From an optimization exercise on the open Yosys and OpenROAD flow, aimed at small area; shortcuts taken in it are not production practice. Only simulation tests tie the RTL to the original design; equivalence was not proved. Power is estimated from default activity; no workload was simulated.

[flow/run.sh]
#!/bin/bash
# synth_recipe.tcl (not shown) runs the flow's synth.tcl, then flattens the netlist and writes it again
# the make line also repeats each setting of config.mk as NAME=value (left out here)
make -C /OpenROAD-flow-scripts/flow DESIGN_CONFIG=/design/flow/config.mk WORK_HOME=/design/flow/orfs CLKGATE_MAP_FILE= SYNTH_SCRIPT=/design/flow/synth_recipe.tcl finish
[flow/config.mk]
export PLATFORM = sky130hd
export DESIGN_NAME = cpu_top
export DESIGN_NICKNAME = cpu_top
export VERILOG_FILES = /design/flow/design.v
export SDC_FILE = /design/flow/constraint.sdc
export NUM_CORES = 4
export LEC_CHECK = 0
export CAP_MARGIN = 20
export CORE_MARGIN = 2
export CORE_UTILIZATION = 30
export SLEW_MARGIN = 20
[flow/constraint.sdc]
create_clock -name core_clock -period 10.0 [get_ports {clk}]
set_input_delay 2.0000 -clock core_clock [delete_from_list [all_inputs] [get_ports {clk}]]
set_output_delay 2.0000 -clock core_clock [all_outputs]
set_load 0.01 [all_outputs]
[flow/design.v]
module cpu_multicycle #(
  parameter int DW   = 32,
  parameter int NREG = 32,
  parameter int PCW  = 8
) (
  input  logic             clk,
  input  logic             clrn,
  output logic             imem_req,
  output logic [PCW-1:0]   imem_addr,
  input  logic             imem_valid,
  input  logic [31:0]      imem_inst,
  output logic [PCW-1:0]   pc,
  output logic [DW-1:0]    alu_out,
  output logic             zf_out,
  output logic             sf_out,
  output logic             cf_out,
  output logic             retire,
  output logic             halted
);
  localparam logic [2:0] S_FETCH = 3'd0;
  localparam logic [2:0] S_EXEC  = 3'd1;
  localparam logic [2:0] S_PASS  = 3'd2;
  localparam logic [2:0] S_SH1   = 3'd3;
  localparam logic [2:0] S_SH2   = 3'd4;
  localparam logic [2:0] S_RET   = 3'd5;
  localparam logic [2:0] S_HALT  = 3'd6;
  logic [2:0]  st;
  logic [4:0]  ph;
  logic        clr_q;
  logic        req_q;
  logic [7:0]  pc_q;
  logic [31:0] ir;
  logic [4:0]  q_ph;
  logic [4:0]  s_q;
  logic [31:0] alu_q;
  logic        zf_q, sf_q, cf_q;
  logic        c_q, z_acc;
  logic [30:0] dl;
  logic [30:0] tl;
  logic [5:0] op;
  logic is_add, is_sub, is_and, is_or, is_xor, is_shl, is_shr;
  logic is_addi, is_andi, is_ori, is_alu, is_sh, is_halt, is_imm, is_arith;
  assign op       = ir[31:26];
  assign is_add   = (op == 6'h00);
  assign is_sub   = (op == 6'h01);
  assign is_and   = (op == 6'h02);
  assign is_or    = (op == 6'h03);
  assign is_xor   = (op == 6'h04);
  assign is_shl   = (op == 6'h05);
  assign is_shr   = (op == 6'h06);
  assign is_addi  = (op == 6'h08);
  assign is_andi  = (op == 6'h09);
  assign is_ori   = (op == 6'h0A);
  assign is_halt  = (op == 6'h3F);
  assign is_imm   = is_addi | is_andi | is_ori;
  assign is_arith = is_add | is_sub | is_addi;
  assign is_alu   = is_arith | is_and | is_or | is_xor | is_andi | is_ori;
  assign is_sh    = is_shl | is_shr;
  logic [31:0] col0;
  logic [31:1] we;
  logic        wbit, wr_en;
  logic        ra_bit, rb_bit;
  logic [4:0]  rc_idx;
  assign rc_idx  = ir[25:21];
  assign col0[0] = 1'b0;
  genvar g;
  for (g = 1; g < 32; g++) begin : g_rf
    logic [31:0] r;
    assign we[g] = clr_q | (wr_en & (rc_idx == 5'(g)));
    always_ff @(posedge clk) r <= {(we[g] ? wbit : r[0]), r[31:1]};
    assign col0[g] = r[0];
  end
  assign ra_bit = col0[ir[20:16]] & ~clr_q;
  assign rb_bit = col0[ir[15:11]] & ~clr_q;
  logic first, alu_go, alu_run;
  logic imm_bit, b, bx, cin, sum, cout, alu_res;
  assign first   = (st == S_EXEC);
  assign alu_go  = first & is_alu & (ph == 5'd0);
  assign alu_run = alu_go | (st == S_PASS);
  assign imm_bit = ph[4] ? (is_addi & ir[15]) : ir[ph[3:0]];
  assign b       = is_imm ? imm_bit : rb_bit;
  assign bx      = b ^ is_sub;
  assign cin     = first ? is_sub : c_q;
  assign sum     = ra_bit ^ bx ^ cin;
  assign cout    = (ra_bit & bx) | (cin & (ra_bit ^ bx));
  always_comb begin
    if (is_and | is_andi)     alu_res = ra_bit & b;
    else if (is_or | is_ori)  alu_res = ra_bit | b;
    else if (is_xor)          alu_res = ra_bit ^ b;
    else                      alu_res = sum;
  end
  logic [4:0]  s_eff, d_a, d_b, jj;
  logic [31:0] taps;
  logic        nz, tap_a, tap_b, lt_a, lt_b, sh_a, sh_b, last;
  for (g = 0; g < 5; g++) begin : g_s
    assign s_eff[g] = (ph == 5'(g)) ? rb_bit : s_q[g];
  end
  assign nz    = |s_eff;
  assign d_a   = is_shl ? s_eff : (5'd0 - s_eff);
  assign d_b   = q_ph + d_a;
  assign jj    = ph - q_ph;
  assign taps  = {dl, ra_bit};
  assign tap_a = taps[d_a];
  assign tap_b = taps[d_b];
  assign lt_a  = (ph < d_a);
  assign lt_b  = (jj < d_a);
  assign sh_a  = tap_a & ~(is_shl ? lt_a : (nz & ~lt_a));
  assign sh_b  = tap_b & ~(is_shl ? lt_b : (nz & ~lt_b));
  assign last  = ((ph + 5'd1) == q_ph);
  logic res_a, res_b, sh_run;
  assign sh_run = (st == S_SH2);
  assign res_a  = is_sh ? sh_a : alu_res;
  assign res_b  = is_sh ? sh_b : alu_res;
  assign wr_en  = alu_run | sh_run;
  assign wbit   = res_a & ~clr_q;
  logic c_next, zcur, cf_val, commit;
  assign c_next = alu_run ? cout : ((sh_run & (ph == 5'd0)) ? (tap_a & nz) : c_q);
  assign zcur   = (first ? 1'b1 : z_acc) & ~res_b;
  assign cf_val = is_arith ? (cout ^ is_sub) : (is_shl & c_next);
  assign commit = ((st == S_PASS) & (ph == 5'd31)) | (sh_run & last);
  logic fetch_done, taken;
  logic [7:0] npc;
  assign fetch_done = (st == S_FETCH) & req_q & imem_valid;
  always_comb begin
    case (op)
      6'h10:   taken = 1'b1;
      6'h11:   taken = zf_q;
      6'h12:   taken = sf_q;
      6'h13:   taken = cf_q;
      default: taken = 1'b0;
    endcase
  end
  assign npc = taken ? ir[25:18] : (pc_q + 8'd1);
  always_ff @(posedge clk or negedge clrn) begin
    if (!clrn) begin
      st    <= S_FETCH;
      ph    <= 5'd0;
      clr_q <= 1'b1;
      req_q <= 1'b1;
      pc_q  <= 8'd0;
      alu_q <= 32'd0;
      zf_q  <= 1'b0;
      sf_q  <= 1'b0;
      cf_q  <= 1'b0;
    end else begin
      ph <= ph + 5'd1;
      if (ph == 5'd31) clr_q <= 1'b0;
      case (st)
        S_FETCH: if (fetch_done) begin
          req_q <= 1'b0;
          st    <= S_EXEC;
        end
        S_EXEC: begin
          if (is_halt)       st <= S_HALT;
          else if (is_sh)    st <= S_SH1;
          else if (is_alu)   begin if (ph == 5'd0) st <= S_PASS; end
          else               st <= S_RET;
        end
        S_PASS: if (ph == 5'd31) st <= S_RET;
        S_SH1:  if (last) st <= S_SH2;
        S_SH2:  if (last) st <= S_RET;
        S_RET: begin
          pc_q  <= npc;
          req_q <= 1'b1;
          st    <= S_FETCH;
        end
        default: st <= S_HALT;
      endcase
      if (commit) begin
        alu_q <= {res_b, tl};
        zf_q  <= zcur;
        sf_q  <= res_b;
        cf_q  <= cf_val;
      end
    end
  end
  always_ff @(posedge clk) begin
    if (fetch_done) begin
      ir   <= imem_inst;
      q_ph <= ph;
    end
    for (int k = 0; k < 5; k++) s_q[k] <= s_eff[k];
    c_q   <= c_next;
    z_acc <= (st == S_SH1) ? 1'b1 : zcur;
    dl    <= {dl[29:0], ra_bit};
    tl    <= {res_b, tl[30:1]};
  end
  assign imem_req  = req_q & clrn;
  assign imem_addr = pc_q;
  assign pc        = pc_q;
  assign alu_out   = alu_q;
  assign zf_out    = zf_q;
  assign sf_out    = sf_q;
  assign cf_out    = cf_q;
  assign retire    = (st == S_RET);
  assign halted    = (st == S_HALT);
endmodule
module cpu_top (
  input  logic        clk,
  input  logic        clrn,
  output logic        imem_req,
  output logic [7:0]  imem_addr,
  input  logic        imem_valid,
  input  logic [31:0] imem_inst,
  output logic [7:0]  pc,
  output logic [31:0] alu_out,
  output logic        zf_out,
  output logic        sf_out,
  output logic        cf_out,
  output logic        retire,
  output logic        halted
);
  cpu_multicycle #(.DW(32), .NREG(32), .PCW(8)) u_core (
    .clk       (clk),
    .clrn      (clrn),
    .imem_req  (imem_req),
    .imem_addr (imem_addr),
    .imem_valid(imem_valid),
    .imem_inst (imem_inst),
    .pc        (pc),
    .alu_out   (alu_out),
    .zf_out    (zf_out),
    .sf_out    (sf_out),
    .cf_out    (cf_out),
    .retire    (retire),
    .halted    (halted)
  );
endmodule
==> results of run 1 <==
## critical path: stages (launching register included)
cell and delay [ns]:
edfxtp_1 0.76, mux2i_1 0.20, a221oi_1 0.56, a221oi_4 0.19
a21oi_2 0.66, a21oi_1 0.22, ha_1 0.42, a22oi_1 0.11
buf_4 0.21, nand2_1 0.34, inv_1 0.19, ha_1 0.26
nand4b_1 0.16, o21ai_0 0.08, a21oi_1 0.07, maj3_2 0.35
maj3_2 0.32, mux2_4 0.31, a31oi_4 0.82, a311oi_1 0.24
## power by group
group / switching [uW] / internal [uW] / total [uW]
sequential: 0 / 4610 / 4610
combinational: 9.76 / 12.1 / 21.9
clock: 1660 / 2220 / 3880
## placed cells by master, fill, tap and decap left out, types with 7 or more instances in the layout
cell,n
dfrtp_1,50
mux2i_1,17
nor2b_1,9
ha_1,21
clkdlybuf4s50_1,87
nand3_1,23
clkinv_2,20
xnor2_1,12
xor2_1,8
a311oi_1,19
clkbuf_8,21
mux2_2,36
inv_1,29
mux4_2,21
dfxtp_1,1061
o21ai_0,34
clkbuf_1,13
and3_1,15
nand2_1,35
o211ai_1,7
a311oi_2,10
nor3_1,17
clkbuf_16,104
nand2b_1,15
buf_4,8
edfxtp_1,37
a21oi_1,57
a211oi_1,13
a211o_1,8
nor2_1,43
## flip-flops by register name, indices dropped and copies added (netlist names), 3 cells and up
signal         cells
u_core.alu_q      32
u_core.dl         31
u_core.g_rf.r    992
u_core.ir         32
u_core.pc_q        8
u_core.ph          5
u_core.q_ph        5
u_core.s_q         5
u_core.st          3
u_core.tl         31
## cell usage after synthesis, types with 13 or more instances
master,count,area (sq um)
edfxtp_1,37,1110
mux4_2,21,473
nand2b_1,15,93.8
mux2_2,36,405
nand2_1,35,131
inv_1,29,109
ha_1,21,263
and3_1,15,93.8
a311oi_1,19,166
mux2i_1,17,170
dfrtp_1,50,1250
dfxtp_1,1061,21200
a21oi_1,58,290
nor2_1,43,161
o21ai_0,34,170
a211oi_1,13,97.6
nor3_1,17,85.1
nand3_1,23,115
clkbuf_1,20,75.1
## layout make-up
cell class              count  area share
well taps                1254      0.0460
diodes                      3    0.000220
multi-input cells         527       0.126
repair buffers             97      0.0283
clock inverters            47      0.0156
clock buffers             138      0.0863
flip-flops and latches   1150       0.694
inverters                  29     0.00319
## cell families (layout without fill, tap and decap cells)
group                    Yosys count  after routing  synth area share
XOR/XNOR                          20             20           0.00616
AO/OA/AOI/OAI                    205            205            0.0530
buffers and inverters             82            311            0.0170
adder cells (fa/ha/maj)           28             28            0.0129
other                              0              3                 0
flip-flops                      1150           1150             0.832
multiplexers                      82             82            0.0431
AND/OR/NAND/NOR                  192            192            0.0355
## how the worst max path moves through the flow
| stage | start | endpoint | depth (start not counted) |
|---|---|---|---|
| after floorplan | imem_valid | u_core.ir[0]$_DFFE_PP_ | 2 |
| after global placement | u_core.ir[11]$_DFFE_PP_ | u_core.g_rf[24].r[31]$_DFF_P_ | 19 |
| after detailed placement | u_core.ir[11]$_DFFE_PP_ | u_core.g_rf[4].r[31]$_DFF_P_ | 18 |
| after CTS | u_core.ir[11]$_DFFE_PP_ | u_core.g_rf[4].r[31]$_DFF_P_ | 18 |
| after global routing | u_core.ir[11]$_DFFE_PP_ | u_core.g_rf[12].r[31]$_DFF_P_ | 19 |
| final | u_core.ir[11]$_DFFE_PP_ | u_core.g_rf[12].r[31]$_DFF_P_ | 19 |
## layer usage
metal  vias up  GRT usage  share of wire
li1       6278          -              -
met1      6298      0.134           0.50
met2       344      0.138           0.42
met3       105     0.0235          0.053
met4         0     0.0369          0.031
met5         -          0              0
## through the flow
step                      utilization  area (sq um)  hold slack, ns  total power [uW]
after global routing            0.364         34100           0.315              8810
after detailed placement        0.327         30600           0.312              4730
after floorplan                     -         28400           0.310              4710
after global placement          0.327         30600           0.310              4730
final                           0.364         34100           0.303              8510
after CTS                       0.364         34000           0.306              8630
==> metrics.cfg, run 1 <==
[global_routing]
grt_pass1_wl_microns=73600
overflow=0
grt_max_degree=54
antenna_found_initial=0
track_usage=0.0945
grt_pass1_vias=13100

[drt]
wl_microns=45900
drtIter0Drc=721
dr_total_vias=13000
drcViolationCount=0
drtPass1Iterations=5
antenna_left=0
viasPerCell=4.01
avgRoutedWirePerCell_microns=14.2

[die]
fp.dieArea_sq_um=97200
dieHeight_microns=312
initial_utilization=0.304
num_rows=112
ios=89
core_area_sq_um=93600
die_x_microns=312

[finish]
layout.cells.non_filler=3245
multi_input_area_sq_um=4300
fill_cells=8818
regArea_sq_um=23700
drive_above_1_share=0.136
fin_nets=1965
area_delta_synth_final_pct=19.9

[timing]
period_minus_slack_ns=6.69
tightest_slew_ns=1.04
drv_slew=0
fin_crit_sh=0.669
setup_viol_count_final=0
hold_viol_final=0
fmax_ghz=0.149
final.setup.tns_ns=0
rsz0062_at_grt=no
fin_ws_ns=3.31
slew_headroom=0.305
finClkSkew_ns=0.0517

[run_status]
status=timing/DRC/antenna clean

[clock_tree]
cts_setup_buffers=0
clk_latency_ns=0.67
cts_hold_buf=0
ctsHtreeMaxLevel=3
cts_buffers=101
cts_root_buf=clkbuf_16
cts_tree=done
cts_resized=0
cts_buffer_depth=3
clkTransAtPathRegs_ns=0.07
numClockSinks=1150

[synthesis]
async_flop_share=0.0452
yosys_most_used_dff=dfxtp_1
synthCells=1759
synth_area_sq_um=28400
ys.warnings.count=1
yosysUniqueCellTypes=84
ys_seq_area_frac=0.832
synth_edf_count=37
syn_avg_cell_area_sq_um=16.2
synth_nets=1818
ys_ff_latch=1150

[power_and_ir_drop]
total_leakage_power_uw=0.0134
peakVddDrop_uv=143
power_density_nw_per_um2=250

[critical_path]
rrSetupSlack_ns=3.31
startpoint_type=flip-flop
crit_path_max_fanout=31
reg2reg_depth=19
arrival_ns=7.15
crit_path_end_kind=flip-flop
path_class=reg2reg
rr_startpoint=u_core.ir[11]$_DFFE_PP_
reg2reg_to=u_core.g_rf[12].r[31]$_DFF_P_
cp.required_ns=10.45

[place]
dpl.hpwl_microns=28900
place_ws_ns=3.33
port-buffer-count=88
placed_cells=3056
place_congestion=0.828

[job]
cap_violations=0

[min_path]
hp-class=reg2reg
hold_start=u_core.g_rf[24].r[6]$_DFF_P_
holdPathStages=0
holdPathEnd=u_core.g_rf[24].r[5]$_DFF_P_

==> inputs of run 2 (changes only) <==
--- a/flow/config.mk
+++ b/flow/config.mk
@@ -5,6 +5,7 @@
 export SDC_FILE = /design/flow/constraint.sdc
 export NUM_CORES = 4
 export LEC_CHECK = 0
+export ABC_AREA = 1
 export CAP_MARGIN = 20
 export CORE_MARGIN = 2
 export CORE_UTILIZATION = 30
==> run 2 against run 1 <==
Non-clock buffer count is 2 lower. First-iteration DRC count is 39% higher. Highest routed layer unchanged. Utilization is 0.25 points lower. Maximum frequency is 24% higher. Global-route usage is 0.12 points lower. Total power is 0.51% lower.
==> metrics.cfg, run 2 <==
[run_status]
status=timing/DRC/antenna clean  ; unchanged

[timing]
slew_headroom=0.344  ; was 0.305
finClkSkew_ns=0.0230  ; was 0.0517 ns
period_minus_slack_ns=5.41  ; was 6.69 ns
final.setup.tns_ns=0  ; unchanged
drv_slew=0  ; unchanged
hold_viol_final=0  ; unchanged
setup_viol_count_final=0  ; unchanged
fmax_ghz=0.185  ; was 0.149 GHz
rsz0062_at_grt=no  ; unchanged
tightest_slew_ns=0.981  ; was 1.04 ns
fin_crit_sh=0.541  ; was 0.669

[critical_path]
reg2reg_depth=20  ; was 19
rrSetupSlack_ns=4.81  ; was 3.31 ns
rr_startpoint=u_core.ph[0]$_DFF_PN0_  ; was u_core.ir[11]$_DFFE_PP_
max_stage_delay_ns=0.55  ; was 0.82 ns
path_class=in2out  ; was reg2reg
startpoint_type=input pin  ; was flip-flop
cp.buffers_inverters=4  ; was 2
cp_top_family=buffers and inverters  ; was compound AO/OA/AOI/OAI gates
crit_path_end_kind=output pin  ; was flip-flop
reg2reg_to=u_core.alu_q[31]$_DFFE_PN0P_  ; was u_core.g_rf[12].r[31]$_DFF_P_
crit_path_max_fanout=53  ; was 31
cp_slowest_cell=buf_4  ; was a31oi_4
cp_cell_sequence=buf_2 > buf_4 > nand2_1 > inv_1 > clkdlybuf4s50_1  ; was mux2i_1 > a221oi_1 > a221oi_4 > a21oi_2 > a21oi_1 > ha_1 > a22oi_1 > buf_4 > nand2_1 > inv_1 > ha_1 > nand4b_1 > o21ai_0 > a21oi_1 > maj3_2 > maj3_2 > mux2_4 > a31oi_4 > a311oi_1
cp.required_ns=8.00  ; was 10.45 ns
arrival_ns=3.41  ; was 7.15 ns

[power_and_ir_drop]
power_density_nw_per_um2=248  ; was 250 nW/um^2
p_total_uw=8470  ; was 8510 uW
clkPwrFrac=0.453  ; was 0.456
seqPwrFrac=0.544  ; was 0.541
power_frac_comb=0.003  ; about the same
sw_frac_of_total=0.192  ; was 0.196
total_leakage_power_uw=0.0142  ; was 0.0134 uW
netSwitchingPower_uw=1620  ; was 1670 uW
internal_power_uw=6840  ; about the same
peakVddDrop_uv=136  ; was 143 uV

[synthesis]
synth_compound_area_frac=0.0316  ; was 0.0530
synth_top_family_by_area=simple AND/OR/NAND/NOR gates  ; was compound AO/OA/AOI/OAI gates
async_flop_share=0.0452  ; unchanged
ys_seq_area_frac=0.830  ; was 0.832
ys_ff_latch=1150  ; unchanged
synth_area_sq_um=28500  ; was 28400 sq um
synthSimpleGateAreaFrac=0.0935  ; was 0.0355
synth_nets=2182  ; was 1818
syn_avg_cell_area_sq_um=13.4  ; was 16.2 sq um
synth_top_area_frac=0.745  ; was 0.747
ys.warnings.count=1  ; unchanged
yosysMostFrequentCell=dfxtp_1  ; unchanged
synth_fa_ha_area_frac=0.0113  ; was 0.0129
yosys_most_used_dff=dfxtp_1  ; unchanged
synth_edf_count=37  ; unchanged
yosysUniqueCellTypes=54  ; was 84
synth_commonest_cells=1061 x dfxtp_1, 340 x nand2_1, 132 x inv_1, 93 x nand3_1, 78 x nor2_1  ; was 1061 x dfxtp_1, 58 x a21oi_1, 50 x dfrtp_1, 43 x nor2_1, 37 x edfxtp_1
synth_largest_area_cell=dfxtp_1  ; unchanged
synthXorXnorAreaFrac=0.00492  ; was 0.00616
synthMuxAreaShare=0.000351  ; was 0.0431
synth_area_leaders=dfxtp_1 75%, nand2_1 4.5%, dfrtp_1 4.4%  ; was dfxtp_1 75%, dfrtp_1 4.4%, edfxtp_1 3.9%
synthCells=2123  ; was 1759

[clock_tree]
cts_buffer_depth=3  ; unchanged
cts_tree=done  ; unchanged
clkTransAtPathRegs_ns=0.06  ; was 0.07 ns
cts_root_buf=clkbuf_16  ; unchanged
cts_buffers=99  ; was 101
ctsHtreeMaxLevel=3  ; unchanged
numClockSinks=1150  ; unchanged
cts_setup_buffers=0  ; unchanged
clk_latency_ns=0.65  ; was 0.67 ns
cts_hold_buf=0  ; unchanged
cts_resized=0  ; unchanged

[die]
dieHeight_microns=312  ; about the same
ios=89  ; unchanged
core_area_sq_um=94600  ; was 93600 sq um
num_rows=113  ; was 112
initial_utilization=0.301  ; was 0.304
fp.dieArea_sq_um=97500  ; was 97200 sq um
die_x_microns=312  ; about the same

[min_path]
holdPathEnd=u_core.g_rf[29].r[3]$_DFF_P_  ; was u_core.g_rf[24].r[5]$_DFF_P_
hold_start=u_core.g_rf[29].r[4]$_DFF_P_  ; was u_core.g_rf[24].r[6]$_DFF_P_
holdPathStages=0  ; unchanged
hp-class=reg2reg  ; unchanged

[finish]
mostFrequentLayoutCells=1061 x dfxtp_1, 340 x nand2_1, 132 x inv_1  ; was 1061 x dfxtp_1, 104 x clkbuf_16, 87 x clkdlybuf4s50_1
largestRegisters=u_core.g_rf.r (992), u_core.alu_q (32), u_core.ir (32)  ; unchanged
drive_above_1_share=0.104  ; was 0.136
finalInstanceArea_sq_um=34200  ; was 34100 sq um
fin_nets=2333  ; was 1965
area_delta_synth_final_pct=20.0  ; was 19.9%
top_register=u_core.g_rf.r  ; unchanged
largest_reg_flops=992  ; unchanged
final_common_cell=dfxtp_1  ; unchanged
post-route-util=0.361  ; was 0.364

[global_routing]
grt_pass1_vias=13300  ; was 13100
overflow=0  ; unchanged
antenna_found_initial=7  ; was 0
track_usage=0.0934  ; was 0.0945
grt_max_degree=54  ; unchanged
grt_pass1_wl_microns=72000  ; was 73600 microns

[drt]
dr_total_vias=14000  ; was 13000
drcViolationCount=0  ; unchanged
antenna_left=0  ; unchanged
wl_microns=45300  ; was 45900 microns
avgRoutedWirePerCell_microns=12.5  ; was 14.2 microns
drtPass1Iterations=5  ; unchanged
drtIter0Drc=1002  ; was 721
viasPerCell=3.86  ; was 4.01

[place]
place_congestion=0.848  ; was 0.828
port-buffer-count=88  ; unchanged
place_area_sq_um=30700  ; was 30600 sq um
dpl.hpwl_microns=29300  ; was 28900 microns

[job]
cap_violations=0  ; unchanged

## run 2: changes by cell type in the layout (fill, tap and decap cells not counted), sizes merged, moves of 15 or more
cell,previous run,this run
o21ai,34,76
mux4,26,0
nand3,23,128
nand2b,15,0
and3,16,0
mux2i,17,1
nand2,35,349
nor2,43,80
inv,40,147
a311oi,29,1
mux2,39,0
## run 2: how the worst max path moves through the flow
| stage | start | endpoint | slack [ns] | depth (start not counted) |
|---|---|---|---|---|
| floorplan | imem_valid | u_core.st[1]$_DFFE_PN0P_ | 5.52 | 7 |
| finish | clrn | imem_req | 4.59 | 5 |
| detailed placement | clrn | imem_req | 4.53 | 5 |
| CTS | clrn | imem_req | 4.53 | 5 |
| global placement | clrn | imem_req | 4.59 | 5 |
| global route | u_core.ph[0]$_DFF_PN0_ | u_core.z_acc$_SDFF_PP1_ | 4.25 | 19 |
## run 2: power groups by stage
stage | Sequential, uW | Combinational, uW | Clock [uW]
2_1_floorplan | 4710 | 0.404 | 0
3_3_place_gp | 4710 | 24.8 | 0
3_5_place_dp | 4710 | 24.7 | 0
4_1_cts | 4600 | 25.1 | 3950
5_1_grt | 4600 | 26.0 | 4140
6_report | 4610 | 24.3 | 3840
## run 2: cells by family after synthesis
group	count (synthesis)
flops	1150
mux	1
compound gates	159
xor+xnor	16
buf+inv	185
fa+ha+maj	24
simple gates	588
## run 2: metal layers
layer	vias up	part of all wire	track usage
met4	0	0.026	0.0358
li1	7051	-	-
met3	95	0.065	0.0233
met2	349	0.41	0.133
met1	6499	0.50	0.135
met5	-	0	0
## run 2: worst register-to-register path, stage by stage (launching register included)
cell and delay (ns):
dfrtp_1 0.62, clkinv_1 0.41, ha_1 0.33, inv_1 0.08, nor2_1 0.12, or2_2 0.35, nand2_8 0.21, ha_1 0.30
o21ai_2 0.50, fa_1 0.63, clkinv_1 0.24, a21oi_1 0.07, o21ai_0 0.13, a21oi_1 0.09, or3_1 0.36, o31ai_1 0.09
o21ai_0 0.16, nand4_1 0.18, nand2_1 0.09, nand2_1 0.06, nand2_1 0.05
## run 2: per-stage QoR
stage / instances / setup WS, ns / hold WS, ns
CTS: 3623 / 4.53 / 0.315
detailed placement: 3437 / 4.53 / 0.312
global route: 3624 / 4.25 / 0.319
floorplan: 2123 / 5.52 / 0.310
finish: 3627 / 4.59 / 0.314
global placement: 3437 / 4.59 / 0.310
## run 2: cell type report
cell class / instances / area, sq um
Inverter: 140 / 526
Multi-Input combinational cell: 788 / 4060
Tap cell: 1265 / 1580
Clock buffer: 140 / 2980
Timing Repair Buffer: 95 / 948
Antenna cell: 3 / 7.51
Sequential cell: 1150 / 23700
Clock inverter: 46 / 429
Fill cell: 8964 / 60400
==> inputs of run 3 (changes only) <==
==> flow/flow/run.sh (new file) <==
#!/bin/bash
# Standard ORFS layout, with clock-tree synthesis told to use large sink
# clusters and no dummy loads. Each tool's output goes to its own log here.
set -euo pipefail
export BUFFER_PORTS_ARGS="-buffer_cell sky130_fd_sc_hd__buf_1"
export CTS_ARGS="-sink_clustering_enable -repair_clock_nets -dont_use_dummy_load -sink_clustering_size 25 -sink_clustering_max_diameter 50 -buf_list {sky130_fd_sc_hd__clkbuf_8 sky130_fd_sc_hd__clkbuf_16}"
bash standard.sh synth > synth.log 2>&1
bash standard.sh floorplan > floorplan.log 2>&1
bash standard.sh place > place.log 2>&1
bash standard.sh cts > cts.log 2>&1
bash standard.sh finish > finish.log 2>&1
==> flow/standard.sh (new file) <==
#!/bin/bash
# synth_recipe.tcl (not shown) runs the flow's synth.tcl, then flattens the netlist and writes it again
# the make line also repeats each setting of config.mk as NAME=value (left out here)
make -C /OpenROAD-flow-scripts/flow DESIGN_CONFIG=/design/flow/config.mk WORK_HOME=/design/flow/orfs CLKGATE_MAP_FILE= SYNTH_SCRIPT=/design/flow/synth_recipe.tcl "${@:-finish}"
--- a/flow/config.mk
+++ b/flow/config.mk
@@ -5,7 +5,6 @@
 export SDC_FILE = /design/flow/constraint.sdc
 export NUM_CORES = 4
 export LEC_CHECK = 0
-export ABC_AREA = 1
 export CAP_MARGIN = 20
 export CORE_MARGIN = 2
 export CORE_UTILIZATION = 30
removed: flow/run.sh
==> run 3 against run 2 <==
Still clean. Synthesized cell count is 17% lower. Final area is 6.3% lower. Sequential share of layout area is 4.6 points higher. Critical path type is now reg2reg. Largest cell class unchanged. Highest routed layer is now met5.
==> metrics.cfg, run 3 <==
[run_status]
status=timing/DRC/antenna clean  ; unchanged

[die]
ios=89  ; unchanged
die_x_microns=312  ; about the same
core_area_sq_um=93600  ; was 94600 sq um
fp.dieArea_sq_um=97200  ; was 97500 sq um
num_rows=112  ; was 113
initial_utilization=0.304  ; was 0.301
dieHeight_microns=312  ; about the same

[critical_path]
cp_cell_sequence=mux2i_1 > a221oi_1 > a221oi_4 > a21oi_2 > a21oi_1 > ha_1 > a22oi_1 > nand2_1 > inv_1 > ha_1 > o21ai_0 > a21oi_1 > maj3_2 > maj3_2 > mux2_4 > a31oi_4 > a311oi_1  ; was buf_2 > buf_4 > nand2_1 > inv_1 > clkdlybuf4s50_1
startpoint_type=flip-flop  ; was input pin
rr_startpoint=u_core.ir[11]$_DFFE_PP_  ; was u_core.ph[0]$_DFF_PN0_
reg2reg_depth=17  ; was 20
cp_slowest_cell=a31oi_4  ; was buf_4
path_class=reg2reg  ; was in2out
reg2reg_to=u_core.g_rf[7].r[31]$_DFF_P_  ; was u_core.alu_q[31]$_DFFE_PN0P_
max_stage_delay_ns=0.84  ; was 0.55 ns
cp_top_family=compound AO/OA/AOI/OAI gates  ; was buffers and inverters
arrival_ns=7.81  ; was 3.41 ns
crit_path_end_kind=flip-flop  ; was output pin
crit_path_max_fanout=31  ; was 53
cp.required_ns=10.40  ; was 8.00 ns
cp.buffers_inverters=1  ; was 4
rrSetupSlack_ns=2.58  ; was 4.81 ns

[drt]
drtIter0Drc=724  ; was 1002
antenna_left=0  ; unchanged
drcViolationCount=0  ; unchanged
drtPass1Iterations=5  ; unchanged
avgRoutedWirePerCell_microns=14.2  ; was 12.5 microns
wl_microns=44600  ; was 45300 microns
dr_total_vias=12700  ; was 14000
viasPerCell=4.05  ; was 3.86

[global_routing]
antenna_found_initial=3  ; was 7
grt_max_degree=54  ; unchanged
grt_pass1_vias=12700  ; was 13300
track_usage=0.0915  ; was 0.0934
overflow=0  ; unchanged
grt_pass1_wl_microns=71100  ; was 72000 microns

[finish]
top_register=u_core.g_rf.r  ; unchanged
area_delta_synth_final_pct=12.8  ; was 20.0%
mostFrequentLayoutCells=1061 x dfxtp_1, 87 x buf_1, 80 x clkbuf_16  ; was 1061 x dfxtp_1, 340 x nand2_1, 132 x inv_1
post-route-util=0.342  ; was 0.361
largest_reg_flops=992  ; unchanged
fin_nets=1942  ; was 2333
final_common_cell=dfxtp_1  ; unchanged
drive_above_1_share=0.0941  ; was 0.104
largestRegisters=u_core.g_rf.r (992), u_core.alu_q (32), u_core.ir (32)  ; unchanged

[power_and_ir_drop]
power_density_nw_per_um2=230  ; was 248 nW/um^2
total_leakage_power_uw=0.0124  ; was 0.0142 uW
peakVddDrop_uv=114  ; was 136 uV

[place]
dpl.hpwl_microns=28700  ; was 29300 microns
place_congestion=0.821  ; was 0.848
port-buffer-count=88  ; unchanged

[clock_tree]
ctsHtreeMaxLevel=3  ; unchanged
cts_resized=0  ; unchanged
cts_buffer_depth=3  ; unchanged
clk_latency_ns=0.62  ; was 0.65 ns
cts_hold_buf=0  ; unchanged
numClockSinks=1150  ; unchanged
cts_setup_buffers=0  ; unchanged
cts_buffers=80  ; was 99
clkTransAtPathRegs_ns=0.06  ; about the same
cts_root_buf=clkbuf_16  ; unchanged
cts_tree=done  ; unchanged

[synthesis]
ys_seq_area_frac=0.832  ; was 0.830
synth_top_area_frac=0.747  ; was 0.745
synth_area_sq_um=28400  ; was 28500 sq um
synthCells=1759  ; was 2123
yosysMostFrequentCell=dfxtp_1  ; unchanged
synth_nets=1818  ; was 2182
synth_largest_area_cell=dfxtp_1  ; unchanged
ys.warnings.count=1  ; unchanged
async_flop_share=0.0452  ; unchanged
ys_ff_latch=1150  ; unchanged
synth_edf_count=37  ; unchanged
synth_commonest_cells=1061 x dfxtp_1, 58 x a21oi_1, 50 x dfrtp_1, 43 x nor2_1, 37 x edfxtp_1  ; was 1061 x dfxtp_1, 340 x nand2_1, 132 x inv_1, 93 x nand3_1, 78 x nor2_1
syn_avg_cell_area_sq_um=16.2  ; was 13.4 sq um
yosysUniqueCellTypes=84  ; was 54
synth_area_leaders=dfxtp_1 75%, dfrtp_1 4.4%, edfxtp_1 3.9%  ; was dfxtp_1 75%, nand2_1 4.5%, dfrtp_1 4.4%
yosys_most_used_dff=dfxtp_1  ; unchanged

[min_path]
holdPathEnd=u_core.g_rf[22].r[19]$_DFF_P_  ; was u_core.g_rf[29].r[3]$_DFF_P_
hold_start=u_core.g_rf[22].r[20]$_DFF_P_  ; was u_core.g_rf[29].r[4]$_DFF_P_
hp-class=reg2reg  ; unchanged
holdPathStages=0  ; unchanged

[timing]
hold_viol_final=0  ; unchanged
slew_headroom=0.279  ; was 0.344
fin_crit_sh=0.742  ; was 0.541
setup_viol_count_final=0  ; unchanged
finClkSkew_ns=0.0597  ; was 0.0230 ns
rsz0062_at_grt=no  ; unchanged
tightest_slew_ns=1.08  ; was 0.981 ns
fmax_ghz=0.135  ; was 0.185 GHz
final.setup.tns_ns=0  ; unchanged
drv_slew=0  ; unchanged
period_minus_slack_ns=7.42  ; was 5.41 ns

[job]
cap_violations=0  ; unchanged

-- run 3: changes by cell type after synthesis, moves of 16 or more --
cell      before  now
inv_1        132   29
o21ai_1       20    0
nor2_1        78   43
nand3_2       34    0
mux4_2         0   21
nand3_1       93   23
mux2_2         0   36
nand2_1      340   35
o21ai_0       53   34
mux2i_1        1   17
a311oi_1       1   19
-- run 3: area by class of cell --
| type | count | area [sq um] |
|---|---|---|
| timing repair buffer | 95 | 404 |
| inverter | 29 | 109 |
| sequential | 1150 | 23700 |
| multi-input combinational | 527 | 4300 |
| tap | 1254 | 1570 |
| fill | 8972 | 61600 |
| clock buffer | 80 | 2000 |
| antenna | 3 | 7.51 |
-- run 3: power by group --
part	total [uW]	switching (uW)	internal, uW
Clock	2760	1350	1410
Combinational	13.0	9.53	3.46
Sequential	4600	0	4600
Total	7380	1360	6020
-- run 3: kinds of logic after synthesis --
group,count (synthesis),share of synthesized area
mux,82,0.0431
buf+inv,82,0.0170
flops,1150,0.832
compound gates,205,0.0530
fa+ha+maj,28,0.0129
simple gates,192,0.0355
xor+xnor,20,0.00616
-- run 3: worst reg2reg max path: cells and delay by family (launching register included) --
family	cells	cell delay, ns
mux	2	0.51
buf+inv	1	0.28
fa+ha+maj	4	1.32
flops	1	0.79
compound gates	9	3.83
simple gates	1	0.48
-- run 3: worst max path at each step --
stage | startpoint | to | slack, ns | cells after the start
detailed placement | u_core.ir[11]$_DFFE_PP_ | u_core.g_rf[9].r[31]$_DFF_P_ | 2.72 | 17
finish | u_core.ir[11]$_DFFE_PP_ | u_core.g_rf[7].r[31]$_DFF_P_ | 2.58 | 17
floorplan | imem_valid | u_core.ir[0]$_DFFE_PP_ | 3.84 | 2
global placement | u_core.ir[11]$_DFFE_PP_ | u_core.g_rf[23].r[31]$_DFF_P_ | 2.91 | 17
global route | u_core.ir[11]$_DFFE_PP_ | u_core.g_rf[7].r[31]$_DFF_P_ | 1.90 | 17
CTS | u_core.ir[11]$_DFFE_PP_ | u_core.g_rf[23].r[31]$_DFF_P_ | 2.67 | 17
-- run 3: per-layer routing --
layer | track usage | part of all wire
met1 | 0.131 | 0.51
met2 | 0.132 | 0.42
met3 | 0.0254 | 0.051
met4 | 0.0318 | 0.029
met5 | 0 | 0.00029
-- run 3: per-stage QoR --
stage / setup slack (ns) / cells / total power, uW / instance area (sq um) / hold slack, ns
final: 2.58 / 3138 / 7380 / 32000 / 0.287
after global routing: 1.90 / 3135 / 7660 / 32000 / 0.286
after CTS: 2.67 / 3134 / 7470 / 32000 / 0.286
after detailed placement: 2.72 / 3054 / 4720 / 30000 / 0.312
after global placement: 2.91 / 3054 / 4720 / 30000 / 0.310
after floorplan: 3.84 / 1759 / 4710 / 28400 / 0.310
==> inputs of run 4 (changes only) <==
==> flow/flow/run.sh (replaced) <==
#!/bin/bash
# Standard ORFS layout, with clock-tree synthesis told to use large sink
# clusters and no dummy loads. Each tool's output goes to its own log here.
set -euo pipefail
export CTS_ARGS="-sink_clustering_enable -repair_clock_nets -dont_use_dummy_load -sink_clustering_size 30 -sink_clustering_max_diameter 60 -buf_list {sky130_fd_sc_hd__clkbuf_16}"
bash standard.sh synth > synth.log 2>&1
bash standard.sh floorplan > floorplan.log 2>&1
bash standard.sh place > place.log 2>&1
bash standard.sh cts > cts.log 2>&1
bash standard.sh finish > finish.log 2>&1
==> run 4 against run 3 <==
Still clean. Largest cell class unchanged. Sequential power about the same. Sequential share of layout area is 0.21 points higher. Register-to-register slack improved by 0.71 ns. Total power decreased by 7.1%. Highest routed layer unchanged. Final cell count down 0.76%. Synthesized cell count is the same.
==> metrics.cfg, run 4 <==
[synthesis]
yosysUniqueCellTypes=84  ; unchanged
ys_seq_area_frac=0.832  ; unchanged
synth_nets=1818  ; unchanged
synth_area_sq_um=28400  ; unchanged
ys.warnings.count=1  ; unchanged
synth_edf_count=37  ; unchanged
synth_commonest_cells=1061 x dfxtp_1, 58 x a21oi_1, 50 x dfrtp_1, 43 x nor2_1, 37 x edfxtp_1  ; unchanged
synth_compound_area_frac=0.0530  ; unchanged
yosysMostFrequentCell=dfxtp_1  ; unchanged
async_flop_share=0.0452  ; unchanged
synthXorXnorAreaFrac=0.00616  ; unchanged
synth_top_family_by_area=compound AO/OA/AOI/OAI gates  ; unchanged
synth_fa_ha_area_frac=0.0129  ; unchanged
yosys_most_used_dff=dfxtp_1  ; unchanged
syn_avg_cell_area_sq_um=16.2  ; unchanged
synthSimpleGateAreaFrac=0.0355  ; unchanged
ys_ff_latch=1150  ; unchanged
synth_area_leaders=dfxtp_1 75%, dfrtp_1 4.4%, edfxtp_1 3.9%  ; unchanged
synthCells=1759  ; unchanged
synthMuxAreaShare=0.0431  ; unchanged
synth_largest_area_cell=dfxtp_1  ; unchanged
synth_top_area_frac=0.747  ; unchanged

[power_and_ir_drop]
total_leakage_power_uw=0.0123  ; was 0.0124 uW
seqPwrFrac=0.672  ; was 0.624
clkPwrFrac=0.325  ; was 0.374
sw_frac_of_total=0.186  ; was 0.184
internal_power_uw=5580  ; was 6020 uW
peakVddDrop_uv=141  ; was 114 uV
power_frac_comb=0.003  ; was 0.002
netSwitchingPower_uw=1270  ; was 1360 uW
power_density_nw_per_um2=214  ; was 230 nW/um^2

[clock_tree]
clk_latency_ns=0.63  ; was 0.62 ns
cts_tree=done  ; unchanged
cts_root_buf=clkbuf_16  ; unchanged
cts_hold_buf=0  ; unchanged
ctsHtreeMaxLevel=2  ; was 3
cts_setup_buffers=0  ; unchanged
cts_buffer_depth=3  ; unchanged
cts_resized=0  ; unchanged
clkTransAtPathRegs_ns=0.09  ; was 0.06 ns
cts_buffers=54  ; was 80
numClockSinks=1150  ; unchanged

[finish]
regArea_sq_um=23700  ; unchanged
final_common_cell=dfxtp_1  ; unchanged
area_delta_synth_final_pct=12.4  ; was 12.8%
drive_above_1_share=0.0824  ; was 0.0941
largest_reg_flops=992  ; unchanged
fill_cells=9010  ; was 8972
largestRegisters=u_core.g_rf.r (992), u_core.alu_q (32), u_core.ir (32)  ; unchanged
fin_nets=1918  ; was 1942
multi_input_area_sq_um=4300  ; unchanged
mostFrequentLayoutCells=1061 x dfxtp_1, 87 x clkdlybuf4s50_1, 57 x a21oi_1  ; was 1061 x dfxtp_1, 87 x buf_1, 80 x clkbuf_16
top_register=u_core.g_rf.r  ; unchanged

[die]
die_x_microns=312  ; unchanged
core_area_sq_um=93600  ; unchanged
ios=89  ; unchanged
dieHeight_microns=312  ; unchanged
initial_utilization=0.304  ; unchanged
num_rows=112  ; unchanged
fp.dieArea_sq_um=97200  ; unchanged

[critical_path]
path_class=reg2reg  ; unchanged
arrival_ns=7.13  ; was 7.81 ns
reg2reg_to=u_core.g_rf[4].r[31]$_DFF_P_  ; was u_core.g_rf[7].r[31]$_DFF_P_
crit_path_end_kind=flip-flop  ; unchanged
reg2reg_depth=19  ; was 17
rr_startpoint=u_core.ir[11]$_DFFE_PP_  ; unchanged
startpoint_type=flip-flop  ; unchanged
rrSetupSlack_ns=3.29  ; was 2.58 ns
cp.required_ns=10.42  ; was 10.40 ns
crit_path_max_fanout=31  ; unchanged

[timing]
fin_crit_sh=0.671  ; was 0.742
finClkSkew_ns=0.0479  ; was 0.0597 ns
period_minus_slack_ns=6.71  ; was 7.42 ns
fin_ws_ns=3.29  ; was 2.58 ns
setup_viol_count_final=0  ; unchanged
final.setup.tns_ns=0  ; unchanged
tightest_slew_ns=1.04  ; was 1.08 ns
fmax_ghz=0.149  ; was 0.135 GHz
drv_slew=0  ; unchanged
rsz0062_at_grt=no  ; unchanged
hold_viol_final=0  ; unchanged
slew_headroom=0.306  ; was 0.279

[global_routing]
grtUsageMet3=0.0210  ; was 0.0254
use_met2=0.132  ; about the same
overflow=0  ; unchanged
track_usage=0.0902  ; was 0.0915
grt_pass1_vias=12500  ; was 12700
grt-busiest-layer=met2  ; unchanged
grt_max_degree=54  ; unchanged
antenna_found_initial=1  ; was 3
grt_pass1_wl_microns=70600  ; was 71100 microns
grtUsageMet1=0.132  ; was 0.131

[min_path]
hold_start=u_core.g_rf[27].r[27]$_DFF_P_  ; was u_core.g_rf[22].r[20]$_DFF_P_
hp-class=reg2reg  ; unchanged
holdPathEnd=u_core.g_rf[27].r[26]$_DFF_P_  ; was u_core.g_rf[22].r[19]$_DFF_P_
holdPathStages=0  ; unchanged

[drt]
viasPerCell=4.04  ; was 4.05
drtPass1Iterations=4  ; was 5
avgRoutedWirePerCell_microns=14.2  ; about the same
drtIter0Drc=722  ; was 724
dr_total_vias=12600  ; was 12700
antenna_left=0  ; unchanged
wl_microns=44200  ; was 44600 microns
drcViolationCount=0  ; unchanged

[place]
place_ws_ns=3.33  ; was 2.72 ns
port-buffer-count=88  ; unchanged
dpl.hpwl_microns=28900  ; was 28700 microns
place_congestion=0.828  ; was 0.821

[run_status]
status=timing/DRC/antenna clean  ; unchanged

[job]
cap_violations=0  ; unchanged

## run 4: cell counts after synthesis
Identical to the previous run, type by type.
## run 4: cell type report
type / instances / share of cell area
diodes: 3 / 0.000235
clock buffers: 54 / 0.0423
inverters: 29 / 0.00341
multi-input cells: 527 / 0.134
flip-flops and latches: 1150 / 0.740
well taps: 1254 / 0.0491
repair buffers: 97 / 0.0302
## run 4: per-layer routing
metal  part of all wire  routed length (microns)  vias to the layer above
li1                   -                        -                     6099
met1               0.51                    22500                     6101
met2               0.41                    18200                      300
met3              0.055                     2440                       86
met4              0.025                     1120                        2
met5            0.00023                       10                        -
## run 4: power by group through the flow
| stage | clock network, uW | logic (uW) | registers, uW |
|---|---|---|---|
| 2_1_floorplan | 0 | 0.397 | 4710 |
| 3_3_place_gp | 0 | 21.8 | 4710 |
| 3_5_place_dp | 0 | 22.0 | 4710 |
| 4_1_cts | 2310 | 22.3 | 4600 |
| 5_1_grt | 2470 | 23.8 | 4600 |
| 6_report | 2230 | 21.8 | 4600 |
## run 4: metrics by stage
step / utilization / instances / instance area, sq um / hold WS [ns] / power, uW
3_5_place_dp: 0.327 / 3056 / 30600 / 0.312 / 4730
2_1_floorplan: - / 1759 / 28400 / 0.310 / 4710
6_report: 0.341 / 3114 / 32000 / 0.273 / 6850
4_1_cts: 0.341 / 3110 / 31900 / 0.274 / 6940
5_1_grt: 0.341 / 3111 / 31900 / 0.273 / 7100
3_3_place_gp: 0.327 / 3056 / 30600 / 0.310 / 4730
## run 4: cells by family (layout without fill, tap and decap cells)
family / Yosys count / after routing
buffers and inverters: 82 / 180
AND/OR/NAND/NOR: 192 / 192
other: 0 / 3
flip-flops: 1150 / 1150
XOR/XNOR: 20 / 20
adder cells (fa/ha/maj): 28 / 28
AO/OA/AOI/OAI: 205 / 205
multiplexers: 82 / 82
## run 4: critical path, stage by stage (launching register included)
cell and delay [ns]:
edfxtp_1 0.78, mux2i_1 0.19, a221oi_1 0.58, a221oi_4 0.19, a21oi_2 0.67, a21oi_1 0.22
ha_1 0.43, a22oi_1 0.12, buf_4 0.21, nand2_1 0.33, inv_1 0.19, ha_1 0.26
nand4b_1 0.16, o21ai_0 0.08, a21oi_1 0.07, maj3_2 0.35, maj3_2 0.32, mux2_4 0.31
a31oi_4 0.82, a311oi_1 0.22
## run 4: worst max path at each step
stage / from / to / slack, ns
final: u_core.ir[11]$_DFFE_PP_ / u_core.g_rf[4].r[31]$_DFF_P_ / 3.29
after global routing: u_core.ir[11]$_DFFE_PP_ / u_core.g_rf[4].r[31]$_DFF_P_ / 2.78
after CTS: u_core.ir[11]$_DFFE_PP_ / u_core.g_rf[4].r[31]$_DFF_P_ / 3.32
after detailed placement: u_core.ir[11]$_DFFE_PP_ / u_core.g_rf[4].r[31]$_DFF_P_ / 3.33
after global placement: u_core.ir[11]$_DFFE_PP_ / u_core.g_rf[24].r[31]$_DFF_P_ / 3.50
after floorplan: imem_valid / u_core.ir[0]$_DFFE_PP_ / 3.84
==> inputs of run 5 (changes only) <==
--- a/flow/design.v
+++ b/flow/design.v
@@ -32,6 +32,7 @@
   logic [31:0] ir;
   logic [4:0]  q_ph;
   logic [4:0]  s_q;
+  logic        inst_sh;
   logic [31:0] alu_q;
   logic        zf_q, sf_q, cf_q;
   logic        c_q, z_acc;
@@ -174,12 +175,17 @@
       end
     end
   end
+  assign inst_sh = (imem_inst[31:26] == 6'h05) | (imem_inst[31:26] == 6'h06);
+  assign q_ph    = ir[4:0];
+  assign s_q     = ir[9:5];
   always_ff @(posedge clk) begin
     if (fetch_done) begin
-      ir   <= imem_inst;
-      q_ph <= ph;
+      ir[31:10] <= imem_inst[31:10];
+      ir[4:0]   <= inst_sh ? ph : imem_inst[4:0];
     end
-    for (int k = 0; k < 5; k++) s_q[k] <= s_eff[k];
+    for (int k = 0; k < 5; k++)
+      if (fetch_done) ir[5+k] <= imem_inst[5+k];
+      else if (is_sh & (ph == 5'(k))) ir[5+k] <= rb_bit;
     c_q   <= c_next;
     z_acc <= (st == S_SH1) ? 1'b1 : zcur;
     dl    <= {dl[29:0], ra_bit};
==> flow/flow/run.sh (replaced) <==
#!/bin/bash
# Standard ORFS layout with two changes: ports are buffered with the
# smallest buffer, and clock-tree synthesis uses large sink clusters without
# dummy loads. Each step's output goes to its own log in this folder.
set -euo pipefail
export BUFFER_PORTS_ARGS="-buffer_cell sky130_fd_sc_hd__buf_1"
export CTS_ARGS="-sink_clustering_enable -repair_clock_nets -dont_use_dummy_load -sink_clustering_size 30 -sink_clustering_max_diameter 60 -buf_list {sky130_fd_sc_hd__clkbuf_16}"
bash standard.sh synth > synth.log 2>&1
bash standard.sh floorplan > floorplan.log 2>&1
bash standard.sh place > place.log 2>&1
bash standard.sh cts > cts.log 2>&1
bash standard.sh finish > finish.log 2>&1
--- a/flow/config.mk
+++ b/flow/config.mk
@@ -5,7 +5,9 @@
 export SDC_FILE = /design/flow/constraint.sdc
 export NUM_CORES = 4
 export LEC_CHECK = 0
+export ABC_CLOCK_PERIOD_IN_PS = 100000
 export CAP_MARGIN = 20
 export CORE_MARGIN = 2
-export CORE_UTILIZATION = 30
+export CORE_UTILIZATION = 55
+export PLACE_DENSITY = 0.8
 export SLEW_MARGIN = 20
==> run 5 against run 4 <==
First-iteration DRC count grew 25%. Wire length increased by 1.6%. Register-to-register slack improved by 0.47 ns. Synthesized cell count up 3.7%. Critical path depth grew 1. Total power is 12% higher. Largest cell class unchanged.
==> metrics.cfg, run 5 <==
[critical_path]
reg2reg_to=u_core.sf_q$_DFFE_PN0P_  ; was u_core.g_rf[4].r[31]$_DFF_P_
cp.required_ns=10.45  ; was 10.42 ns
reg2reg_depth=20  ; was 19
startpoint_type=flip-flop  ; unchanged
crit_path_max_fanout=15  ; was 31
path_class=reg2reg  ; unchanged
crit_path_end_kind=flip-flop  ; unchanged
arrival_ns=6.68  ; was 7.13 ns
rr_startpoint=u_core.ir[11]$_DFFE_PP_  ; unchanged
rrSetupSlack_ns=3.76  ; was 3.29 ns

[power_and_ir_drop]
total_leakage_power_uw=0.0125  ; was 0.0123 uW
peakVddDrop_uv=176  ; was 141 uV
power_density_nw_per_um2=251  ; was 214 nW/um^2

[synthesis]
synth_top_area_frac=0.743  ; was 0.747
synth_commonest_cells=1056 x dfxtp_1, 77 x nand2_1, 59 x nor2_1, 50 x dfrtp_1, 46 x mux2i_1  ; was 1061 x dfxtp_1, 58 x a21oi_1, 50 x dfrtp_1, 43 x nor2_1, 37 x edfxtp_1
async_flop_share=0.0456  ; was 0.0452
yosysUniqueCellTypes=81  ; was 84
synth_area_sq_um=28400  ; about the same
synth_largest_area_cell=dfxtp_1  ; unchanged
synthCells=1824  ; was 1759
ys.warnings.count=1  ; unchanged
yosysMostFrequentCell=dfxtp_1  ; unchanged
ys_seq_area_frac=0.823  ; was 0.832
yosys_most_used_dff=dfxtp_1  ; unchanged
synth_edf_count=32  ; was 37
ys_ff_latch=1140  ; was 1150
syn_avg_cell_area_sq_um=15.6  ; was 16.2 sq um
synth_nets=1884  ; was 1818
synth_area_leaders=dfxtp_1 74%, dfrtp_1 4.4%, edfxtp_1 3.4%  ; was dfxtp_1 75%, dfrtp_1 4.4%, edfxtp_1 3.9%

[min_path]
holdPathStages=0  ; unchanged
hp-class=reg2reg  ; unchanged
hold_start=u_core.g_rf[14].r[9]$_DFF_P_  ; was u_core.g_rf[27].r[27]$_DFF_P_
holdPathEnd=u_core.g_rf[14].r[8]$_DFF_P_  ; was u_core.g_rf[27].r[26]$_DFF_P_

[finish]
fin_nets=1965  ; was 1918
fill_cells=3716  ; was 9010
area_delta_synth_final_pct=7.51  ; was 12.4%
largestRegisters=u_core.g_rf.r (992), u_core.ir (32)  ; was u_core.g_rf.r (992), u_core.alu_q (32), u_core.ir (32)
layout.cells.non_filler=2583  ; was 3114
multi_input_area_sq_um=4620  ; was 4300 sq um
final_common_cell=dfxtp_1  ; unchanged
n_antenna_cell=0  ; was 3
mostFrequentLayoutCells=1056 x dfxtp_1, 87 x buf_1, 77 x nand2_1  ; was 1061 x dfxtp_1, 87 x clkdlybuf4s50_1, 57 x a21oi_1
drive_above_1_share=0.0746  ; was 0.0824
regArea_sq_um=23400  ; was 23700 sq um
largest_reg_flops=992  ; unchanged
top_register=u_core.g_rf.r  ; unchanged

[clock_tree]
cts_buffer_depth=3  ; unchanged
clk_latency_ns=0.63  ; about the same
cts_buffers=48  ; was 54
numClockSinks=1140  ; was 1150
ctsHtreeMaxLevel=2  ; unchanged
cts_tree=done  ; unchanged
cts_setup_buffers=0  ; unchanged
cts_root_buf=clkbuf_16  ; unchanged
cts_resized=0  ; unchanged
cts_hold_buf=0  ; unchanged
clkTransAtPathRegs_ns=0.10  ; was 0.09 ns

[job]
cap_violations=0  ; unchanged

[timing]
drv_slew=0  ; unchanged
rsz0062_at_grt=no  ; unchanged
slew_headroom=0.288  ; was 0.306
final.setup.tns_ns=0  ; unchanged
period_minus_slack_ns=6.24  ; was 6.71 ns
fin_crit_sh=0.624  ; was 0.671
tightest_slew_ns=1.07  ; was 1.04 ns
setup_viol_count_final=0  ; unchanged
fmax_ghz=0.160  ; was 0.149 GHz
finClkSkew_ns=0.0857  ; was 0.0479 ns
fin_ws_ns=3.76  ; was 3.29 ns
hold_viol_final=0  ; unchanged

[place]
place_ws_ns=3.87  ; was 3.33 ns
dpl.hpwl_microns=28700  ; was 28900 microns
port-buffer-count=88  ; unchanged
placed_cells=2535  ; was 3056
place_congestion=0.880  ; was 0.828

[drt]
highest_layer=met5  ; unchanged
route.met3.wl_microns=2320  ; was 2440 microns
viasPerCell=4.95  ; was 4.04
antenna_left=0  ; unchanged
drtPass1Iterations=7  ; was 4
avgRoutedWirePerCell_microns=17.4  ; was 14.2 microns
wl_met1_microns=21500  ; was 22500 microns
drcViolationCount=0  ; unchanged
dr_wl_met2_microns=19900  ; was 18200 microns
dr_total_vias=12800  ; was 12600
drtIter0Drc=901  ; was 722
wl_microns=44900  ; was 44200 microns

[global_routing]
track_usage=0.169  ; was 0.0902
overflow=0  ; unchanged
grt_max_degree=54  ; unchanged
grt_pass1_vias=12800  ; was 12500
antenna_found_initial=1  ; unchanged
grt_pass1_wl_microns=70600  ; about the same

[die]
core_area_sq_um=51200  ; was 93600 sq um
num_rows=83  ; was 112
fp.dieArea_sq_um=53600  ; was 97200 sq um
dieHeight_microns=231  ; was 312 microns
ios=89  ; unchanged
initial_utilization=0.556  ; was 0.304
die_x_microns=231  ; was 312 microns

[run_status]
status=timing/DRC/antenna clean  ; unchanged

run 5: changes by cell type after synthesis, sizes merged, moves of 6 or more:
cell | previous run | this run
nand2b | 15 | 8
nand3 | 23 | 32
a211oi | 13 | 3
a311oi | 29 | 3
buf | 24 | 30
nand2 | 35 | 77
a41o | 0 | 30
nor2 | 43 | 59
and3 | 16 | 6
mux2i | 17 | 46
a211o | 8 | 2
clkbuf | 21 | 34
a21oi | 59 | 45
run 5: power by group:
group,switching (uW),internal (uW),leakage (uW)
registers,151,4760,0.00950
clock network,1240,862,0.000592
logic,417,259,0.00237
run 5: worst max-delay path, stage by stage, from the launching register on:
cell      delay (ns)
edfxtp_1        0.81
mux4_1          0.65
o221ai_1        0.24
a41o_1          0.53
o21ai_4         0.21
inv_2           0.16
ha_1            0.21
a21oi_1         0.08
xnor2_1         0.17
nand2_1         0.09
o21a_1          0.32
nand2_1         0.20
inv_1           0.23
ha_1            0.30
a21oi_1         0.17
xor2_1          0.33
mux4_2          0.55
nor2b_1         0.13
nor3_1          0.09
a31o_2          0.32
mux2_2          0.26
run 5: worst max-delay path by stage:
| stage | from | to | slack (ns) | cells after the start |
|---|---|---|---|---|
| after global routing | u_core.ir[11]$_DFFE_PP_ | u_core.sf_q$_DFFE_PN0P_ | 3.32 | 20 |
| after floorplan | u_core.ph[0]$_DFF_PN0_ | u_core.sf_q$_DFFE_PN0P_ | 4.91 | 20 |
| final | u_core.ir[11]$_DFFE_PP_ | u_core.sf_q$_DFFE_PN0P_ | 3.76 | 20 |
| after detailed placement | u_core.ir[11]$_DFFE_PP_ | u_core.sf_q$_DFFE_PN0P_ | 3.87 | 20 |
| after CTS | u_core.ir[11]$_DFFE_PP_ | u_core.sf_q$_DFFE_PN0P_ | 3.76 | 20 |
| after global placement | u_core.ir[11]$_DFFE_PP_ | u_core.sf_q$_DFFE_PN0P_ | 4.03 | 20 |
run 5: cells by family after synthesis:
group | count (synthesis) | synth area share
xor gates and xnor gates | 19 | 0.00585
and+or+nand+nor | 254 | 0.0442
AOI/OAI and AO/OA | 182 | 0.0459
DFF | 1140 | 0.823
adders and majority gates | 28 | 0.0129
muxes | 110 | 0.0522
buffers and inverters | 91 | 0.0162
run 5: metrics by stage:
step	hold WS [ns]	utilization	power [uW]	area [sq um]
global route	0.268	0.597	7980	30600
detailed placement	0.312	0.574	5680	29400
global placement	0.310	0.573	5660	29400
floorplan	0.310	-	5490	28400
finish	0.272	0.597	7690	30600
CTS	0.266	0.597	7740	30600
run 5: final cells by class:
cell class | count | share of cell area
inverters | 27 | 0.00331
multi-input cells | 593 | 0.151
well taps | 680 | 0.0278
clock buffers | 48 | 0.0393
repair buffers | 95 | 0.0132
flip-flops and latches | 1140 | 0.765
run 5: layer usage:
| layer | GRT usage | vias up |
|---|---|---|
| met1 | 0.242 | 6113 |
| met4 | 0.0597 | 2 |
| met2 | 0.264 | 351 |
| li1 | - | 6246 |
| met3 | 0.0273 | 86 |
| met5 | 0 | - |
==> inputs of run 6 (changes only) <==
--- a/flow/config.mk
+++ b/flow/config.mk
@@ -5,7 +5,6 @@
 export SDC_FILE = /design/flow/constraint.sdc
 export NUM_CORES = 4
 export LEC_CHECK = 0
-export ABC_CLOCK_PERIOD_IN_PS = 100000
 export CAP_MARGIN = 20
 export CORE_MARGIN = 2
 export CORE_UTILIZATION = 55
==> run 6 against run 5 <==
Wire length is the same. Total power unchanged. Largest cell class unchanged. Sequential power about the same. Critical endpoint unchanged. Still clean on timing, DRC and antenna. Non-clock buffer count is the same. Clock skew unchanged. Clock-buffer cell count stayed put. Synthesized area did not move. Hold slack stayed put. Global-route usage is the same. Sequential share of layout area unchanged. Largest power group unchanged.
==> metrics.cfg, run 6 <==
[run_status]
status=timing/DRC/antenna clean  ; unchanged

[clock_tree]
numClockSinks=1140  ; unchanged
ctsHtreeMaxLevel=2  ; unchanged
cts_tree=done  ; unchanged
clk_latency_ns=0.63  ; about the same
cts_buffer_depth=3  ; unchanged
cts_setup_buffers=0  ; unchanged
cts_resized=0  ; unchanged
cts_buffers=48  ; unchanged
cts_root_buf=clkbuf_16  ; unchanged
cts_hold_buf=0  ; unchanged
clkTransAtPathRegs_ns=0.10  ; about the same

[synthesis]
synth_nets=1884  ; unchanged
synth_edf_count=32  ; unchanged
yosys_most_used_dff=dfxtp_1  ; unchanged
ys_seq_area_frac=0.823  ; unchanged
synth_largest_area_cell=dfxtp_1  ; unchanged
synth_top_area_frac=0.743  ; unchanged
async_flop_share=0.0456  ; unchanged
yosysMostFrequentCell=dfxtp_1  ; unchanged
synthCells=1824  ; unchanged
yosysUniqueCellTypes=81  ; unchanged
synth_commonest_cells=1056 x dfxtp_1, 77 x nand2_1, 59 x nor2_1, 50 x dfrtp_1, 46 x mux2i_1  ; unchanged
ys.warnings.count=1  ; unchanged
synth_area_leaders=dfxtp_1 74%, dfrtp_1 4.4%, edfxtp_1 3.4%  ; unchanged
synth_area_sq_um=28400  ; unchanged
syn_avg_cell_area_sq_um=15.6  ; unchanged
ys_ff_latch=1140  ; unchanged

[drt]
wl_microns=44900  ; unchanged
drcViolationCount=0  ; unchanged
drtPass1Iterations=7  ; unchanged
antenna_left=0  ; unchanged
drtIter0Drc=901  ; unchanged
dr_total_vias=12800  ; unchanged
viasPerCell=4.95  ; unchanged
avgRoutedWirePerCell_microns=17.4  ; unchanged

[timing]
fmax_ghz=0.160  ; unchanged
finClkSkew_ns=0.0857  ; unchanged
hold_viol_final=0  ; unchanged
rsz0062_at_grt=no  ; unchanged
slew_headroom=0.288  ; unchanged
tightest_slew_ns=1.07  ; unchanged
setup_viol_count_final=0  ; unchanged
fin_crit_sh=0.624  ; unchanged
final.setup.tns_ns=0  ; unchanged
period_minus_slack_ns=6.24  ; unchanged
drv_slew=0  ; unchanged

[die]
initial_utilization=0.556  ; unchanged
die_x_microns=231  ; unchanged
core_area_sq_um=51200  ; unchanged
num_rows=83  ; unchanged
dieHeight_microns=231  ; unchanged
ios=89  ; unchanged
fp.dieArea_sq_um=53600  ; unchanged

[critical_path]
crit_path_end_kind=flip-flop  ; unchanged
reg2reg_depth=20  ; unchanged
path_class=reg2reg  ; unchanged
rrSetupSlack_ns=3.76  ; about the same
startpoint_type=flip-flop  ; unchanged
cp.required_ns=10.45  ; about the same
arrival_ns=6.68  ; about the same
rr_startpoint=u_core.ir[11]$_DFFE_PP_  ; unchanged
crit_path_max_fanout=15  ; unchanged
reg2reg_to=u_core.sf_q$_DFFE_PN0P_  ; unchanged

[finish]
mostFrequentLayoutCells=1056 x dfxtp_1, 87 x buf_1, 77 x nand2_1  ; unchanged
fin_nets=1965  ; unchanged
layout.cells.non_filler=2583  ; unchanged
drive_above_1_share=0.0746  ; unchanged
top_register=u_core.g_rf.r  ; unchanged
finalInstanceArea_sq_um=30600  ; unchanged
final_common_cell=dfxtp_1  ; unchanged
fill_cells=3716  ; unchanged
area_delta_synth_final_pct=7.51  ; unchanged
n_antenna_cell=0  ; unchanged
multi_input_area_sq_um=4620  ; unchanged
largest_reg_flops=992  ; unchanged
regArea_sq_um=23400  ; unchanged
largestRegisters=u_core.g_rf.r (992), u_core.ir (32)  ; unchanged

[global_routing]
overflow=0  ; unchanged
grt_max_degree=54  ; unchanged
track_usage=0.169  ; unchanged
grt_pass1_vias=12800  ; unchanged
grt_pass1_wl_microns=70600  ; unchanged
antenna_found_initial=1  ; unchanged

[job]
cap_violations=0  ; unchanged

[min_path]
hp-class=reg2reg  ; unchanged
holdPathEnd=u_core.g_rf[14].r[8]$_DFF_P_  ; unchanged
holdPathStages=0  ; unchanged
hold_start=u_core.g_rf[14].r[9]$_DFF_P_  ; unchanged

[place]
place_congestion=0.880  ; unchanged
port-buffer-count=88  ; unchanged
place_area_sq_um=29400  ; unchanged
placed_cells=2535  ; unchanged
dpl.hpwl_microns=28700  ; unchanged

[power_and_ir_drop]
peakVddDrop_uv=176  ; unchanged
power_density_nw_per_um2=251  ; unchanged
total_leakage_power_uw=0.0125  ; unchanged
p_total_uw=7690  ; unchanged

==> run 6: worst max-delay path by stage <==
| stage | start | to | slack (ns) | cells after the start |
|---|---|---|---|---|
| global route | u_core.ir[11]$_DFFE_PP_ | u_core.sf_q$_DFFE_PN0P_ | 3.32 | 20 |
| CTS | u_core.ir[11]$_DFFE_PP_ | u_core.sf_q$_DFFE_PN0P_ | 3.76 | 20 |
| detailed placement | u_core.ir[11]$_DFFE_PP_ | u_core.sf_q$_DFFE_PN0P_ | 3.87 | 20 |
| finish | u_core.ir[11]$_DFFE_PP_ | u_core.sf_q$_DFFE_PN0P_ | 3.76 | 20 |
| global placement | u_core.ir[11]$_DFFE_PP_ | u_core.sf_q$_DFFE_PN0P_ | 4.03 | 20 |
| floorplan | u_core.ph[0]$_DFF_PN0_ | u_core.sf_q$_DFFE_PN0P_ | 4.91 | 20 |
==> run 6: final cells by class <==
type                            count  share of cell area
Sequential cell                  1140               0.765
Inverter                           27             0.00331
Tap cell                          680              0.0278
Multi-Input combinational cell    593               0.151
Timing Repair Buffer               95              0.0132
Clock buffer                       48              0.0393
==> run 6: where the power goes <==
group	switching [uW]	internal, uW	leakage [uW]
logic	417	259	0.00237
clock network	1240	862	0.000592
registers	151	4760	0.00950
total	1810	5880	0.0125
==> run 6: per-layer routing <==
layer  vias up  GRT usage  part of all wire
li1       6246          -                 -
met1      6113      0.242              0.48
met2       351      0.264              0.44
met3        86     0.0273             0.052
met4         2     0.0597             0.027
met5         -          0           0.00027
==> run 6: through the flow <==
stage          hold slack (ns)  setup slack (ns)   util
2_1_floorplan            0.310              4.91      -
3_3_place_gp             0.310              4.03  0.573
5_1_grt                  0.268              3.32  0.597
6_report                 0.272              3.76  0.597
3_5_place_dp             0.312              3.87  0.574
4_1_cts                  0.266              3.76  0.597
==> run 6: worst max-delay path, cell delays in order, from the launching register on <==
cell and delay, ns:
edfxtp_1 0.81, mux4_1 0.65, o221ai_1 0.24, a41o_1 0.53, o21ai_4 0.21, inv_2 0.16, ha_1 0.21, a21oi_1 0.08
xnor2_1 0.17, nand2_1 0.09, o21a_1 0.32, nand2_1 0.20, inv_1 0.23, ha_1 0.30, a21oi_1 0.17, xor2_1 0.33
mux4_2 0.55, nor2b_1 0.13, nor3_1 0.09, a31o_2 0.32, mux2_2 0.26
==> run 6: cells by family (layout without fill, tap and decap cells) <==
group,count (synthesis),count (layout),synth area share
xor+xnor,19,19,0.00585
mux,110,110,0.0522
compound gates,182,182,0.0459
simple gates,254,254,0.0442
buf+inv,91,170,0.0162
flops,1140,1140,0.823
fa+ha+maj,28,28,0.0129

==> static timing again, ports no longer ideal <==
The results above use ideal ports. As a check the final layouts listed here were re-extracted and re-timed, cells and wires unchanged.
Step 1 (the two cells are an assumption about what drives the block):
set clk [get_ports {clk}]
set_driving_cell -lib_cell sky130_fd_sc_hd__clkbuf_16 $clk
set_driving_cell -lib_cell sky130_fd_sc_hd__buf_2 [delete_from_list [all_inputs] $clk]
Step 2, shift: input delay + t, output delay - t, t = (earliest + latest rising clock arrival at the registers) / 2. This alone moves slack from input paths to output paths.
Three values: ideal ports, drivers, drivers and shift; two values: the first two.
run	t (ns)	slack for setup (ns)	worst hold slack (ns)	clock arrival spread, ns	worst data-port slew with drivers (ns)
run 1	0.701	3.306 / 3.306 / 3.306	0.303 / 0.303 / 0.303	0.052 / 0.052	0.10
run 2	0.690	4.590 / 4.568 / 4.568	0.314 / 0.314 / 0.314	0.025 / 0.024	0.04
run 3	0.651	2.583 / 2.583 / 2.583	0.287 / 0.287 / 0.287	0.091 / 0.092	0.14
run 4	0.650	3.290 / 3.290 / 3.290	0.273 / 0.273 / 0.273	0.068 / 0.068	0.08
run 5	0.645	3.762 / 3.762 / 3.762	0.272 / 0.272 / 0.272	0.085 / 0.085	0.09
run 6	0.645	3.762 / 3.762 / 3.762	0.272 / 0.272 / 0.272	0.085 / 0.085	0.09
After both steps every run listed still meets setup and hold. The setup slack of run 2, which loses most, moves by -0.022 ns with the drivers and by -0.022 ns with both steps.
